Context: an optimization exercise on an open-source flow, tuned for a short achievable clock period and few clock cycles per item. The choices shown serve that exercise and are no tape-out recipe. In this exercise RTL edits were held to simulation tests only and were not proved equivalent to the original.

v6:
// pulse_peak_rate_detector_core
module pulse_peak_rate_detector_core #(
    parameter int RING_DEPTH = 10
) (
    input  logic                               aclk,
    input  logic                               aresetn,
    input  logic                               s_valid,
    output logic                               s_ready,
    input  logic [pprd_pkg::SAMPLE_W-1:0]      s_sample,
    output logic                               m_valid,
    input  logic                               m_ready,
    output logic [pprd_pkg::RATE_W-1:0]        m_rate,
    output logic [1:0]                         m_event_res,
    output logic [pprd_pkg::SAMPLE_W-1:0]      m_extreme_value,
    output logic                               m_falling_phase,
    input  logic                               cfg_wr_en,
    input  logic [pprd_pkg::CFG_IDX_W-1:0]     cfg_index,
    input  logic [pprd_pkg::CFG_DATA_W-1:0]    cfg_wdata
);
Size: roughly 5600 cells after synthesis, roughly 1600 flip-flops, roughly 87 I/O pins, ~71000 um2 of cells after synthesis.
Settings: LEC_CHECK=0, ABC_CLOCK_PERIOD_IN_PS=2000, CAP_MARGIN=20, CORE_MARGIN=2, CORE_UTILIZATION=65, CTS_BUF_LIST=sky130_fd_sc_hd__clkbuf_16, CTS_CLUSTER_DIAMETER=60, CTS_CLUSTER_SIZE=40, PLACE_DENSITY=0.75, SETUP_SLACK_MARGIN=5, SLEW_MARGIN=20, TNS_END_PERCENT=100; clock period 7.5 ns.
run.sh (not shown) runs the stock make flow with config.mk's settings and CLKGATE_MAP_FILE= SYNTH_SCRIPT=/design/flow/synth_recipe.tcl, a recipe that flattens the netlist after the stock synthesis.
v6 finished every stage and its layout cleared the timing, design-rule and antenna checks.
Testbench counts of v6, summed over its fixed seeds: cycles 32,559, items 32,000.
## Diff of input files: v7 against v6
diff --git a/flow/design.v b/flow/design.v
--- a/flow/design.v
+++ b/flow/design.v
@@ -254,51 +254,46 @@
         norm3_reg  <= num3_reg << (LW'(RW) - len3_reg);
         norm10_reg <= num10_reg << (LW'(RW) - len10_reg);
     end
     logic          s_ready_reg;
     logic          s_busy_reg;       
     logic          a_v;
     logic [SW-1:0] a_x;
+    logic [SW:0]   a_ph;      
+    logic [SW:0]   a_mh;      
     logic          acc;
+    logic          spm_wr;
+    assign spm_wr = cfg_wr_en && (cfg_index == pprd_pkg::REG_SPM);
     assign acc = s_valid && !s_busy_reg;
     always_ff @(posedge aclk) begin
         if (!aresetn) a_v <= 1'b0;
         else          a_v <= acc;
-        a_x <= s_sample;
+        a_x  <= s_sample;
+        a_ph <= {1'b0, s_sample} + {1'b0, hyst_reg};
+        a_mh <= {1'b0, s_sample} - {1'b0, hyst_reg};
     end
     logic              rising_reg;
     logic [SW-1:0]     max_reg, min_reg;
     logic [PW-1:0]     index_reg, max_pos_reg;
     logic [ADDR_W-1:0] ptr_reg;
     logic [CNT_W-1:0]  count_reg;
-    logic          p_v;
-    logic [SW-1:0] p_x;
-    logic [SW:0]   p_ph;      
-    logic [SW:0]   p_mh;      
-    always_ff @(posedge aclk) begin
-        if (!aresetn) p_v <= 1'b0;
-        else          p_v <= a_v;
-        p_x  <= a_x;
-        p_ph <= {1'b0, a_x} + {1'b0, hyst_reg};
-        p_mh <= {1'b0, a_x} - {1'b0, hyst_reg};
-    end
     logic          b_v;
     logic [SW-1:0] b_x;
     logic [2:0]    c_gt_max, c_peak, c_lt_min, c_valley;
     function automatic logic above_mh(input logic [SW:0] mh, input logic [SW-1:0] v);
         above_mh = !mh[SW] && (mh[SW-1:0] > v);
     endfunction
     always_ff @(posedge aclk) begin
         if (!aresetn) b_v <= 1'b0;
-        else          b_v <= p_v;
-        b_x      <= p_x;
-        c_gt_max <= {p_x > min_reg, p_x > b_x, p_x > max_reg};
-        c_peak   <= {p_ph < {1'b0, min_reg}, p_ph < {1'b0, b_x}, p_ph < {1'b0, max_reg}};
-        c_lt_min <= {p_x < max_reg, p_x < b_x, p_x < min_reg};
-        c_valley <= {above_mh(p_mh, max_reg), above_mh(p_mh, b_x), above_mh(p_mh, min_reg)};
+        else          b_v <= a_v;
+        b_x      <= a_x;
+        c_gt_max <= {a_x > min_reg, a_x > b_x, a_x > max_reg};
+        c_peak   <= {a_ph < {1'b0, min_reg}, a_ph < {1'b0, b_x}, a_ph < {1'b0, max_reg}};
+        c_lt_min <= {a_x < max_reg, a_x < b_x, a_x < min_reg};
+        c_valley <= {above_mh(a_mh, max_reg), above_mh(a_mh, b_x), above_mh(a_mh, min_reg)};
     end
     logic [1:0]        max_sel, min_sel;    
     logic [PW-1:0]     index_inc;
     logic              new_max, peak_hit, new_min, valley_hit;
     logic              is_peak, is_valley, is_event;
     logic              quick_next, full_next, rated;
     logic [1:0]        ev;
@@ -570,16 +565,18 @@
             if (load_out) begin
                 m_valid_reg <= 1'b1;
                 m_idle_reg  <= 1'b0;
             end else if (m_ready) begin
                 m_valid_reg <= 1'b0;
                 m_idle_reg  <= 1'b1;
             end
-            s_ready_reg <= !total_reg[Q_N-2] && !e_cnt[E_N-UNTRACKED] && !r_cnt[R_N-UNTRACKED_MAX];
-            s_busy_reg  <= !(!total_reg[Q_N-2] && !e_cnt[E_N-UNTRACKED] && !r_cnt[R_N-UNTRACKED_MAX]);
+            s_ready_reg <= !total_reg[Q_N-2] && !e_cnt[E_N-UNTRACKED] && !r_cnt[R_N-UNTRACKED_MAX]
+                        && !spm_wr;
+            s_busy_reg  <= !(!total_reg[Q_N-2] && !e_cnt[E_N-UNTRACKED] && !r_cnt[R_N-UNTRACKED_MAX]
+                        && !spm_wr);
         end
     end
     assign s_ready         = s_ready_reg;
     assign m_valid         = m_valid_reg;
     assign m_rate          = m_rate_reg;
     assign m_event_res     = m_event_reg;
     assign m_extreme_value = m_extreme_reg;
[summary]
- v7 has global routing met3 resource utilization below what v6 had.
- Comparing v6 with v7, the number of instances in the synthesized netlist came out essentially unchanged.
- v7 against v6: sequential share of layout area went down; count of inverters other than clock inverters in the layout went down.
- Between v7 and v6, the post-layout instance count excluding filler cells is lower for v6.
- After detailed routing, v6 needs less wire than v7.
- In v7, final worst-path setup slack is lower than in v6.
- Between v7 and v6, the clock network latency to the later pin of the worst-skew pair figures differ only marginally.
- The total number of vias of v7 is higher than that of v6.
Testbench counts of v7, summed over its fixed seeds: cycles 32,527, items 32,000.

-- afterwards: timing with drivers on the ports --
No port has a modelled driver above. Below, the same layouts with a new extraction and two added sets of constraints. Step 1, drivers: a clkbuf_16 drives aclk and a buf_2 each remaining input, both assumed. Step 2 times the ports against the registers' clock, not the clock port: input delays grow and output delays shrink by t, the midpoint of the rising clock arrivals with the driver on. a / b / c = no drivers / after step 1 / after step 2; a / b = the first two.
| run | shift t [ns] | slack for setup (ns) | hold WS [ns] | clock arrival spread, ns | worst slew at a driven data input, ns |
|---|---|---|---|---|---|
| v6 | 0.793 | 4.808 / 4.736 / 4.257 | 0.327 / 0.327 / 0.327 | 0.047 / 0.046 | 0.07 |
| v7 | 0.802 | 4.365 / 4.403 / 3.601 | 0.328 / 0.328 / 0.328 | 0.046 / 0.046 | 0.07 |
After both steps every run listed still meets setup and hold. The setup slack of v7, which loses most, moves by +0.038 ns with the drivers and by -0.764 ns with both steps.
